Background: an optimization exercise with open tools, aiming at small area, a short achievable clock period and few clock cycles per item. Do not read the settings as production practice. Only simulation tests tie the RTL to the original design; equivalence was not proved. Power and IR drop assume default switching activity.

==> run A <==
## flight_interval_timer_core
module flight_interval_timer_core
#(
	parameter int HISTORY_DEPTH = fit_pkg::HISTORY_DEPTH_DEF,
	localparam int IW = $clog2(HISTORY_DEPTH),
	localparam int CW = $clog2(HISTORY_DEPTH + 1)
) (
	input  logic          clk,
	input  logic          arst_n,
	input  logic          in_valid,
	output logic          in_stall,
	input  logic [31:0]   raw_time_ms,
	input  logic          press_timer,
	input  logic          press_aux,
	input  logic [IW-1:0] read_index,
	output logic          out_valid,
	input  logic          out_stall,
	output logic [31:0]   corrected_time,
	output logic          running,
	output logic [CW-1:0] flight_total,
	output logic [CW-1:0] gap_total,
	output logic [CW-1:0] page_start,
	output logic [31:0]   round_begin,
	output logic [31:0]   recorded_ms,
	output logic [1:0]    recorded_kind,
	output logic          store_full,
	output logic [31:0]   read_flight_ms,
	input  logic          cfg_we,
	input  logic [1:0]    cfg_index,
	input  logic [31:0]   cfg_data
);
Settings: LEC_CHECK=0, CAP_MARGIN=20, CORE_MARGIN=2, CORE_UTILIZATION=50, CTS_CLUSTER_DIAMETER=100, CTS_CLUSTER_SIZE=25, SETUP_SLACK_MARGIN=4.4, SLEW_MARGIN=20, TNS_END_PERCENT=5; clock period 7.0 ns.
standard.sh (not shown) runs the stock make flow with config.mk's settings and CLKGATE_MAP_FILE= SYNTH_SCRIPT=/design/flow/synth_recipe.tcl, a recipe that flattens the netlist after the stock synthesis.
==> flow/flow/run.sh <==
#!/bin/bash
# The standard flow (standard synthesis unchanged), with three layout changes:
# port buffers are buf_4 instead of the default pick (a slow delay cell),
# timing repair may resize cells across footprints, and clock tree synthesis
# adds no dummy loads. The make output goes to flow_make.log; each ORFS step
# keeps its own log under orfs/logs.
set -euo pipefail
bash standard.sh \
	MATCH_CELL_FOOTPRINT=0 \
	"BUFFER_PORTS_ARGS=-buffer_cell sky130_fd_sc_hd__buf_4" \
	"CTS_ARGS=-sink_clustering_enable -repair_clock_nets -sink_clustering_size 25 -sink_clustering_max_diameter 100 -dont_use_dummy_load" \
	finish > flow_make.log 2>&1
==> inputs of run C, as changes to run A <==
--- a/flow/design.v
+++ b/flow/design.v
@@ -64,17 +64,17 @@
 	localparam int IW = $clog2(HISTORY_DEPTH)
 ) (
 	input  logic          clk,
 	input  logic          arst_n,
 	input  logic          we,
 	input  logic [IW-1:0] waddr,
 	input  logic [31:0]   wdata,
 	input  logic [IW-1:0] raddr,
-	input  logic [HISTORY_DEPTH-1:0] rsel,
+	input  logic [IW-1:0] rpos,
 	output logic [IW-1:0] tc,
 	output logic [31:0]   rdata
 );
 	localparam int RSTEP = 4;
 	localparam int RS_W  = $clog2(RSTEP);
 	localparam int NINS  = HISTORY_DEPTH / RSTEP;
 	logic [31:0]     ring_q [HISTORY_DEPTH];
 	logic [IW-1:0]   tc_q;
@@ -150,17 +150,17 @@
 			end
 		end
 	end
 	logic [31:0] ring_rd;
 	logic        bhit;
 	always_comb begin
 		ring_rd = 32'd0;
 		for (int p = 0; p < HISTORY_DEPTH; p++) begin
-			ring_rd = ring_rd | ({32{rsel[p]}} & ring_q[p]);
+			ring_rd = ring_rd | ({32{rpos == IW'(p)}} & ring_q[p]);
 		end
 	end
 	assign bhit  = bv_q[raddr[0]] && (ba_q[raddr[0]] == raddr);
 	assign rdata = bhit ? bd_q[raddr[0]] : ring_rd;
 	assign tc    = tc_q;
 endmodule
 `timescale 1ns / 1ps
 module fit_pass
@@ -173,17 +173,17 @@
 	input  logic          arst_n,
 	input  fit_pkg::cfg_t cfg,
 	input  logic          period_nz,
 	input  logic          v0,
 	input  logic [31:0]   raw0,
 	input  logic          pt0,
 	input  logic          pa0,
 	input  logic [IW-1:0] idx0,
-	input  logic [HISTORY_DEPTH-1:0] rsel0,
+	input  logic [IW-1:0] rpos0,
 	output logic          mv0,
 	output logic [IW-1:0] tc,
 	input  logic          out_stall,
 	output logic          out_valid,
 	output logic [31:0]   corrected_time,
 	output logic          running,
 	output logic [CW-1:0] flight_total,
 	output logic [CW-1:0] gap_total,
@@ -231,17 +231,17 @@
 		.HISTORY_DEPTH (HISTORY_DEPTH)
 	) u_history (
 		.clk    (clk),
 		.arst_n (arst_n),
 		.we     (we),
 		.waddr  (fcount_q[IW-1:0]),
 		.wdata  (span),
 		.raddr  (idx0),
-		.rsel   (rsel0),
+		.rpos   (rpos0),
 		.tc     (tc),
 		.rdata  (mem_rdata)
 	);
 	assign rdp0 = (we && (idx0 == fcount_q[IW-1:0])) ? span : mem_rdata;
 	always_ff @(posedge clk or negedge arst_n) begin
 		if (!arst_n) begin
 			v1 <= 1'b0;
 		end else if (mv0) begin
@@ -417,44 +417,39 @@
 	input  logic [31:0]   cfg_data
 );
 	localparam int TW = 32 + 2 + IW;
 	fit_pkg::cfg_t cfg;
 	logic          period_nz;
 	logic          vld_s0, vld_sk;
 	logic [TW-1:0] tr_s0, tr_sk, tr_in;
 	logic          mv0, accept;
-	logic [IW-1:0] tc, ridx_src, rpos_in;
-	logic [HISTORY_DEPTH-1:0] rsel_s0;
+	logic [IW-1:0] rpos_s0, tc;
 	assign tr_in    = {raw_time_ms, press_timer, press_aux, read_index};
 	assign in_stall = vld_sk;
 	assign accept   = in_valid && !vld_sk;
 	always_ff @(posedge clk or negedge arst_n) begin
 		if (!arst_n) begin
 			vld_s0 <= 1'b0;
 			vld_sk <= 1'b0;
 		end else begin
 			if (mv0 || !vld_s0) begin
 				vld_s0 <= vld_sk || accept;
 				vld_sk <= 1'b0;
 			end else if (accept) begin
 				vld_sk <= 1'b1;
 			end
 		end
 	end
-	assign ridx_src = vld_sk ? tr_sk[IW-1:0] : read_index;
-	assign rpos_in  = ridx_src - tc - IW'(1);
 	always_ff @(posedge clk) begin
 		if (mv0 || !vld_s0) begin
 			tr_s0   <= vld_sk ? tr_sk : tr_in;
-			for (int p = 0; p < HISTORY_DEPTH; p++) begin
-				rsel_s0[p] <= (rpos_in == IW'(p));
-			end
+			rpos_s0 <= (vld_sk ? tr_sk[IW-1:0] : read_index) - tc - IW'(1);
 		end else begin
-			rsel_s0 <= {rsel_s0[0], rsel_s0[HISTORY_DEPTH-1:1]};
+			rpos_s0 <= rpos_s0 - IW'(1);
 		end
 		if (!vld_sk) begin
 			tr_sk <= tr_in;
 		end
 	end
 	fit_cfg_regs u_cfg (
 		.clk       (clk),
 		.arst_n    (arst_n),
@@ -471,17 +466,17 @@
 		.arst_n         (arst_n),
 		.cfg            (cfg),
 		.period_nz      (period_nz),
 		.v0             (vld_s0),
 		.raw0           (tr_s0[TW-1 -: 32]),
 		.pt0            (tr_s0[IW+1]),
 		.pa0            (tr_s0[IW]),
 		.idx0           (tr_s0[IW-1:0]),
-		.rsel0          (rsel_s0),
+		.rpos0          (rpos_s0),
 		.mv0            (mv0),
 		.tc             (tc),
 		.out_stall      (out_stall),
 		.out_valid      (out_valid),
 		.corrected_time (corrected_time),
 		.running        (running),
 		.flight_total   (flight_total),
 		.gap_total      (gap_total),
==> flow/config.mk (replaced) <==
export PLATFORM = sky130hd
export DESIGN_NAME = flight_interval_timer_core
export DESIGN_NICKNAME = flight_interval_timer_core
export VERILOG_FILES = /design/flow/design.v
export SDC_FILE = /design/flow/constraint.sdc
export NUM_CORES = 4
export LEC_CHECK = 0
export CAP_MARGIN = 20
export CORE_MARGIN = 2
export CORE_UTILIZATION = 65
export CTS_CLUSTER_DIAMETER = 100
export CTS_CLUSTER_SIZE = 25
export SETUP_SLACK_MARGIN = 4.0
export SLEW_MARGIN = 20
export TNS_END_PERCENT = 5
==> summary.txt <==
Run A completed with no timing, DRC or antenna violations. Run C finished with timing, DRC and antenna clean.
In run C the synthesized area is lower than in run A, by 1.9%.
Against run C, the clock skew of run A is lower by 0.0094 ns.
Against run A, the global-route usage of run C is higher by 8.8 points.
Die area: run C is lower than run A (24%).
Testbench counts of run A, summed over its fixed seeds: cycles 12,024, items 12,000.
Testbench counts of run C, summed over its fixed seeds: cycles 12,024, items 12,000.

========
==> run a <==
flight_interval_timer_core again, from the RTL that the note above started with.
clock: 7.0 ns
lec_check: 0
cap_margin: 20
core_margin: 2
core_utilization: 50
cts_cluster_diameter: 100
cts_cluster_size: 25
setup_slack_margin: 3.8
slew_margin: 20
tns_end_percent: 5
Scripts as last shown in full above: flow/flow/run.sh
==> run b: changes against run a <==
--- a/flow/design.v
+++ b/flow/design.v
@@ -66,13 +66,13 @@
 	input  logic          clk,
 	input  logic          arst_n,
 	input  logic          we,
 	input  logic [IW-1:0] waddr,
 	input  logic [31:0]   wdata,
 	input  logic [IW-1:0] raddr,
-	input  logic [HISTORY_DEPTH-1:0] rsel,
+	input  logic [IW-1:0] rpos,
 	output logic [IW-1:0] tc,
 	output logic [31:0]   rdata
 );
 	localparam int RSTEP = 4;
 	localparam int RS_W  = $clog2(RSTEP);
 	localparam int NINS  = HISTORY_DEPTH / RSTEP;
@@ -152,13 +152,13 @@
 	end
 	logic [31:0] ring_rd;
 	logic        bhit;
 	always_comb begin
 		ring_rd = 32'd0;
 		for (int p = 0; p < HISTORY_DEPTH; p++) begin
-			ring_rd = ring_rd | ({32{rsel[p]}} & ring_q[p]);
+			ring_rd = ring_rd | ({32{rpos == IW'(p)}} & ring_q[p]);
 		end
 	end
 	assign bhit  = bv_q[raddr[0]] && (ba_q[raddr[0]] == raddr);
 	assign rdata = bhit ? bd_q[raddr[0]] : ring_rd;
 	assign tc    = tc_q;
 endmodule
@@ -175,13 +175,13 @@
 	input  logic          period_nz,
 	input  logic          v0,
 	input  logic [31:0]   raw0,
 	input  logic          pt0,
 	input  logic          pa0,
 	input  logic [IW-1:0] idx0,
-	input  logic [HISTORY_DEPTH-1:0] rsel0,
+	input  logic [IW-1:0] rpos0,
 	output logic          mv0,
 	output logic [IW-1:0] tc,
 	input  logic          out_stall,
 	output logic          out_valid,
 	output logic [31:0]   corrected_time,
 	output logic          running,
@@ -196,13 +196,13 @@
 );
 	localparam logic [CW-1:0] DEPTH_C = CW'(HISTORY_DEPTH);
 	logic [31:0]   drift_q, ecorr_q, fpress_q, round_begin_q;
 	logic          running_q;
 	logic [CW-1:0] fcount_q, gcount_q, page_q;
 	logic          v1;
-	logic [31:0]   raw1, d1, rdp1;
+	logic [31:0]   raw1, d1, nr1, rdp1;
 	logic          pt1, pa1, tc1, tnc1, flag1;
 	logic [IW-1:0] idx1;
 	logic          out_valid_q;
 	logic [31:0]   now_q, rec_ms_q, rd_q;
 	fit_pkg::kind_t kind_q;
 	logic          full_q;
@@ -215,31 +215,31 @@
 	assign we   = adv1 && fl_we;
 	logic [31:0] an_s, an_c, ac_s, ac_c;
 	logic [33:0] xn, yn, xc, yc;
 	logic        tnc0, tc0;
 	assign an_s = raw0 ^ ecorr_q ^ np;
 	assign an_c = (raw0 & ecorr_q) | (raw0 & np) | (ecorr_q & np);
-	assign xn   = {2'b00, raw0} + {2'b00, ecorr_q} + 34'd1;
-	assign yn   = {2'b00, an_s} + {1'b0, an_c, 1'b1};
+	assign xn   = {2'b00, raw0} + {2'b00, ecorr_q};
+	assign yn   = {2'b00, an_s} + {1'b0, an_c, 1'b0};
 	assign tnc0 = xn[32] ^ yn[32];
 	assign ac_s = raw0 ^ d1 ^ np;
 	assign ac_c = (raw0 & d1) | (raw0 & np) | (d1 & np);
-	assign xc   = {2'b00, raw0} + {2'b00, d1} + 34'd1;
-	assign yc   = {2'b00, ac_s} + {1'b0, ac_c, 1'b1};
+	assign xc   = {2'b00, raw0} + {2'b00, d1};
+	assign yc   = {2'b00, ac_s} + {1'b0, ac_c, 1'b0};
 	assign tc0  = xc[32] ^ yc[32];
 	logic [31:0] mem_rdata, rdp0;
 	fit_history #(
 		.HISTORY_DEPTH (HISTORY_DEPTH)
 	) u_history (
 		.clk    (clk),
 		.arst_n (arst_n),
 		.we     (we),
 		.waddr  (fcount_q[IW-1:0]),
 		.wdata  (span),
 		.raddr  (idx0),
-		.rsel   (rsel0),
+		.rpos   (rpos0),
 		.tc     (tc),
 		.rdata  (mem_rdata)
 	);
 	assign rdp0 = (we && (idx0 == fcount_q[IW-1:0])) ? span : mem_rdata;
 	always_ff @(posedge clk or negedge arst_n) begin
 		if (!arst_n) begin
@@ -250,26 +250,27 @@
 			v1 <= 1'b0;
 		end
 	end
 	always_ff @(posedge clk) begin
 		if (mv0) begin
 			raw1  <= raw0;
-			d1    <= ~raw0 + step_ext;
+			d1    <= step_ext - raw0;
+			nr1   <= 32'd0 - raw0;
 			rdp1  <= rdp0;
 			pt1   <= pt0;
 			pa1   <= pa0;
 			idx1  <= idx0;
 			tc1   <= tc0;
 			tnc1  <= tnc0;
 			flag1 <= adv1 && corr;
 		end
 	end
 	logic [31:0] now;
 	assign corr = period_nz && (flag1 ? tc1 : tnc1);
 	assign now  = raw1 + drift_q;
-	assign span = raw1 + fpress_q + 32'd1;
+	assign span = raw1 + fpress_q;
 	logic          rb_zero, gp_we, running_n, full_n, round_set, aux_page;
 	logic [CW-1:0] fcount_n, gcount_n, fcount_i, page_mid, page_n;
 	logic [CW-1:0] plen, sub_a, sub_b, page_a, page_b;
 	logic          page_hit;
 	fit_pkg::kind_t kind_n;
 	assign rb_zero = (round_begin_q == 32'd0);
@@ -327,14 +328,14 @@
 			rd_n = rdp1;
 		end
 	end
 	always_ff @(posedge clk or negedge arst_n) begin
 		if (!arst_n) begin
 			drift_q       <= '0;
-			ecorr_q       <= '1;
-			fpress_q      <= '1;
+			ecorr_q       <= '0;
+			fpress_q      <= '0;
 			round_begin_q <= '0;
 			running_q     <= 1'b0;
 			fcount_q      <= '0;
 			gcount_q      <= '0;
 			page_q        <= '0;
 			out_valid_q   <= 1'b0;
@@ -347,13 +348,13 @@
 			if (adv1) begin
 				if (corr) begin
 					drift_q <= drift_q + step_ext;
 					ecorr_q <= d1;
 				end
 				if (pt1) begin
-					fpress_q <= corr ? d1 : ~raw1;
+					fpress_q <= corr ? d1 : nr1;
 				end else if (corr) begin
 					fpress_q <= fpress_q + step_ext;
 				end
 				if (round_set) begin
 					round_begin_q <= now;
 				end
@@ -419,14 +420,13 @@
 	localparam int TW = 32 + 2 + IW;
 	fit_pkg::cfg_t cfg;
 	logic          period_nz;
 	logic          vld_s0, vld_sk;
 	logic [TW-1:0] tr_s0, tr_sk, tr_in;
 	logic          mv0, accept;
-	logic [IW-1:0] tc, ridx_src, rpos_in;
-	logic [HISTORY_DEPTH-1:0] rsel_s0;
+	logic [IW-1:0] rpos_s0, tc;
 	assign tr_in    = {raw_time_ms, press_timer, press_aux, read_index};
 	assign in_stall = vld_sk;
 	assign accept   = in_valid && !vld_sk;
 	always_ff @(posedge clk or negedge arst_n) begin
 		if (!arst_n) begin
 			vld_s0 <= 1'b0;
@@ -437,22 +437,18 @@
 				vld_sk <= 1'b0;
 			end else if (accept) begin
 				vld_sk <= 1'b1;
 			end
 		end
 	end
-	assign ridx_src = vld_sk ? tr_sk[IW-1:0] : read_index;
-	assign rpos_in  = ridx_src - tc - IW'(1);
 	always_ff @(posedge clk) begin
 		if (mv0 || !vld_s0) begin
 			tr_s0   <= vld_sk ? tr_sk : tr_in;
-			for (int p = 0; p < HISTORY_DEPTH; p++) begin
-				rsel_s0[p] <= (rpos_in == IW'(p));
-			end
+			rpos_s0 <= (vld_sk ? tr_sk[IW-1:0] : read_index) - tc - IW'(1);
 		end else begin
-			rsel_s0 <= {rsel_s0[0], rsel_s0[HISTORY_DEPTH-1:1]};
+			rpos_s0 <= rpos_s0 - IW'(1);
 		end
 		if (!vld_sk) begin
 			tr_sk <= tr_in;
 		end
 	end
 	fit_cfg_regs u_cfg (
@@ -473,13 +469,13 @@
 		.period_nz      (period_nz),
 		.v0             (vld_s0),
 		.raw0           (tr_s0[TW-1 -: 32]),
 		.pt0            (tr_s0[IW+1]),
 		.pa0            (tr_s0[IW]),
 		.idx0           (tr_s0[IW-1:0]),
-		.rsel0          (rsel_s0),
+		.rpos0          (rpos_s0),
 		.mv0            (mv0),
 		.tc             (tc),
 		.out_stall      (out_stall),
 		.out_valid      (out_valid),
 		.corrected_time (corrected_time),
 		.running        (running),
==> run c: changes against run a <==
--- a/flow/design.v
+++ b/flow/design.v
@@ -66,13 +66,13 @@
 	input  logic          clk,
 	input  logic          arst_n,
 	input  logic          we,
 	input  logic [IW-1:0] waddr,
 	input  logic [31:0]   wdata,
 	input  logic [IW-1:0] raddr,
-	input  logic [HISTORY_DEPTH-1:0] rsel,
+	input  logic [IW-1:0] rpos,
 	output logic [IW-1:0] tc,
 	output logic [31:0]   rdata
 );
 	localparam int RSTEP = 4;
 	localparam int RS_W  = $clog2(RSTEP);
 	localparam int NINS  = HISTORY_DEPTH / RSTEP;
@@ -152,13 +152,13 @@
 	end
 	logic [31:0] ring_rd;
 	logic        bhit;
 	always_comb begin
 		ring_rd = 32'd0;
 		for (int p = 0; p < HISTORY_DEPTH; p++) begin
-			ring_rd = ring_rd | ({32{rsel[p]}} & ring_q[p]);
+			ring_rd = ring_rd | ({32{rpos == IW'(p)}} & ring_q[p]);
 		end
 	end
 	assign bhit  = bv_q[raddr[0]] && (ba_q[raddr[0]] == raddr);
 	assign rdata = bhit ? bd_q[raddr[0]] : ring_rd;
 	assign tc    = tc_q;
 endmodule
@@ -175,13 +175,13 @@
 	input  logic          period_nz,
 	input  logic          v0,
 	input  logic [31:0]   raw0,
 	input  logic          pt0,
 	input  logic          pa0,
 	input  logic [IW-1:0] idx0,
-	input  logic [HISTORY_DEPTH-1:0] rsel0,
+	input  logic [IW-1:0] rpos0,
 	output logic          mv0,
 	output logic [IW-1:0] tc,
 	input  logic          out_stall,
 	output logic          out_valid,
 	output logic [31:0]   corrected_time,
 	output logic          running,
@@ -233,13 +233,13 @@
 		.clk    (clk),
 		.arst_n (arst_n),
 		.we     (we),
 		.waddr  (fcount_q[IW-1:0]),
 		.wdata  (span),
 		.raddr  (idx0),
-		.rsel   (rsel0),
+		.rpos   (rpos0),
 		.tc     (tc),
 		.rdata  (mem_rdata)
 	);
 	assign rdp0 = (we && (idx0 == fcount_q[IW-1:0])) ? span : mem_rdata;
 	always_ff @(posedge clk or negedge arst_n) begin
 		if (!arst_n) begin
@@ -419,14 +419,13 @@
 	localparam int TW = 32 + 2 + IW;
 	fit_pkg::cfg_t cfg;
 	logic          period_nz;
 	logic          vld_s0, vld_sk;
 	logic [TW-1:0] tr_s0, tr_sk, tr_in;
 	logic          mv0, accept;
-	logic [IW-1:0] tc, ridx_src, rpos_in;
-	logic [HISTORY_DEPTH-1:0] rsel_s0;
+	logic [IW-1:0] rpos_s0, tc;
 	assign tr_in    = {raw_time_ms, press_timer, press_aux, read_index};
 	assign in_stall = vld_sk;
 	assign accept   = in_valid && !vld_sk;
 	always_ff @(posedge clk or negedge arst_n) begin
 		if (!arst_n) begin
 			vld_s0 <= 1'b0;
@@ -437,22 +436,18 @@
 				vld_sk <= 1'b0;
 			end else if (accept) begin
 				vld_sk <= 1'b1;
 			end
 		end
 	end
-	assign ridx_src = vld_sk ? tr_sk[IW-1:0] : read_index;
-	assign rpos_in  = ridx_src - tc - IW'(1);
 	always_ff @(posedge clk) begin
 		if (mv0 || !vld_s0) begin
 			tr_s0   <= vld_sk ? tr_sk : tr_in;
-			for (int p = 0; p < HISTORY_DEPTH; p++) begin
-				rsel_s0[p] <= (rpos_in == IW'(p));
-			end
+			rpos_s0 <= (vld_sk ? tr_sk[IW-1:0] : read_index) - tc - IW'(1);
 		end else begin
-			rsel_s0 <= {rsel_s0[0], rsel_s0[HISTORY_DEPTH-1:1]};
+			rpos_s0 <= rpos_s0 - IW'(1);
 		end
 		if (!vld_sk) begin
 			tr_sk <= tr_in;
 		end
 	end
 	fit_cfg_regs u_cfg (
@@ -473,13 +468,13 @@
 		.period_nz      (period_nz),
 		.v0             (vld_s0),
 		.raw0           (tr_s0[TW-1 -: 32]),
 		.pt0            (tr_s0[IW+1]),
 		.pa0            (tr_s0[IW]),
 		.idx0           (tr_s0[IW-1:0]),
-		.rsel0          (rsel_s0),
+		.rpos0          (rpos_s0),
 		.mv0            (mv0),
 		.tc             (tc),
 		.out_stall      (out_stall),
 		.out_valid      (out_valid),
 		.corrected_time (corrected_time),
 		.running        (running),
SETUP_SLACK_MARGIN = 4.0   (was 3.8)
==> qor summary <==
| metric | run c | run b | run a |
|---|---|---|---|
| Area of the die | 190,500 µm² | 194,100 µm² | 194,200 µm² |
| Cell area after synthesis | 93,510 µm² | 95,270 µm² | 95,320 µm² |
| Switching part of the total | 36.85% | 37.17% | 36.32% |
| Worst-Skew Late Latency | 0.85 ns | 0.84 ns | 0.85 ns |
| Number of buffer and inverter stages on the critical path | 1 | 2 | 2 |
| Average detailed-routed wire length per instance | 32.96 µm | 33.06 µm | 32.74 µm |
| Fraction of area in multi-input gates | 33.79% | 33.85% | 33.53% |
| Final std cells w/o fill | 10.89k | 11.15k | 10.99k |
| Global-route total usage across every layer | 36.41% | 36.64% | 36.01% |
| Starting utilization of the core area | 50.37% | 50.20% | 50.23% |
| Top-area cell type share of the netlist area | 44.83% | 44.00% | 45.19% |
| # diodes | 8 | 9 | 4 |
| Minimum hold slack | 0.3106 ns | 0.2775 ns | 0.2840 ns |
| Global-route wire length before repair | 499,000 µm | 509,200 µm | 500,500 µm |
| Result of the run | timing/DRC/antenna clean | timing/DRC/antenna clean | timing/DRC/antenna clean |
| Post-synthesis compound-gate area fraction | 17.98% | 18.05% | 18.42% |
| Cells after Synth | 8,227 | 8,362 | 8,358 |
| Die H | 436.5 µm | 440.5 µm | 440.6 µm |
| Clk_skew | 0.07330 ns | 0.1081 ns | 0.1099 ns |
| FMAX | 0.2750 GHz | 0.2984 GHz | 0.2830 GHz |
| CTS Sinks | 2,635 | 2,666 | 2,693 |
| Min Clock Period, post-route | 3.636 ns | 3.351 ns | 3.534 ns |
| Clock share of power | 16.0% | 15.8% | 16.3% |
Testbench counts of run a, summed over its fixed seeds: cycles 12,024, items 12,000.
Testbench counts of run b, summed over its fixed seeds: cycles 12,024, items 12,000.
Testbench counts of run c, summed over its fixed seeds: cycles 12,024, items 12,000.

## afterwards: timing with drivers on the ports
Ports are ideal in the flow. The routed layouts listed here were re-timed in OpenROAD. Step 1: set_driving_cell puts a clkbuf_16 on clk and a buf_2 on each other input, an assumption about the parent block. Step 2 also shifts input and output timing later by t, the mid clock arrival at the registers, as if the neighbouring blocks saw the same clock. a / b / c = no drivers / after step 1 / after step 2; a / b = the first two.
| run | t, ns | setup WS [ns] | worst hold slack (ns) | worst slew at a driven data input, ns | pins driven straight from the clock port |
|---|---|---|---|---|---|
| run A of note 1 | 0.875 | 3.440 / 3.440 / 3.240 | 0.288 / 0.288 / 0.288 | 0.06 | 1 |
| run C of note 1 | 0.859 | 3.388 / 3.388 / 3.145 | 0.300 / 0.300 / 0.300 | 0.06 | 1 |
| run a of note 2 | 0.870 | 3.466 / 3.466 / 3.028 | 0.284 / 0.284 / 0.284 | 0.06 | 1 |
| run b of note 2 | 0.876 | 3.649 / 3.649 / 2.990 | 0.277 / 0.277 / 0.277 | 0.06 | 1 |
| run c of note 2 | 0.893 | 3.364 / 3.364 / 3.121 | 0.311 / 0.311 / 0.311 | 0.08 | 1 |
After both steps every run listed still meets setup and hold. For run b of note 2, which loses most, drivers alone change the setup slack by 0.000 ns; drivers and shift together by -0.659 ns.
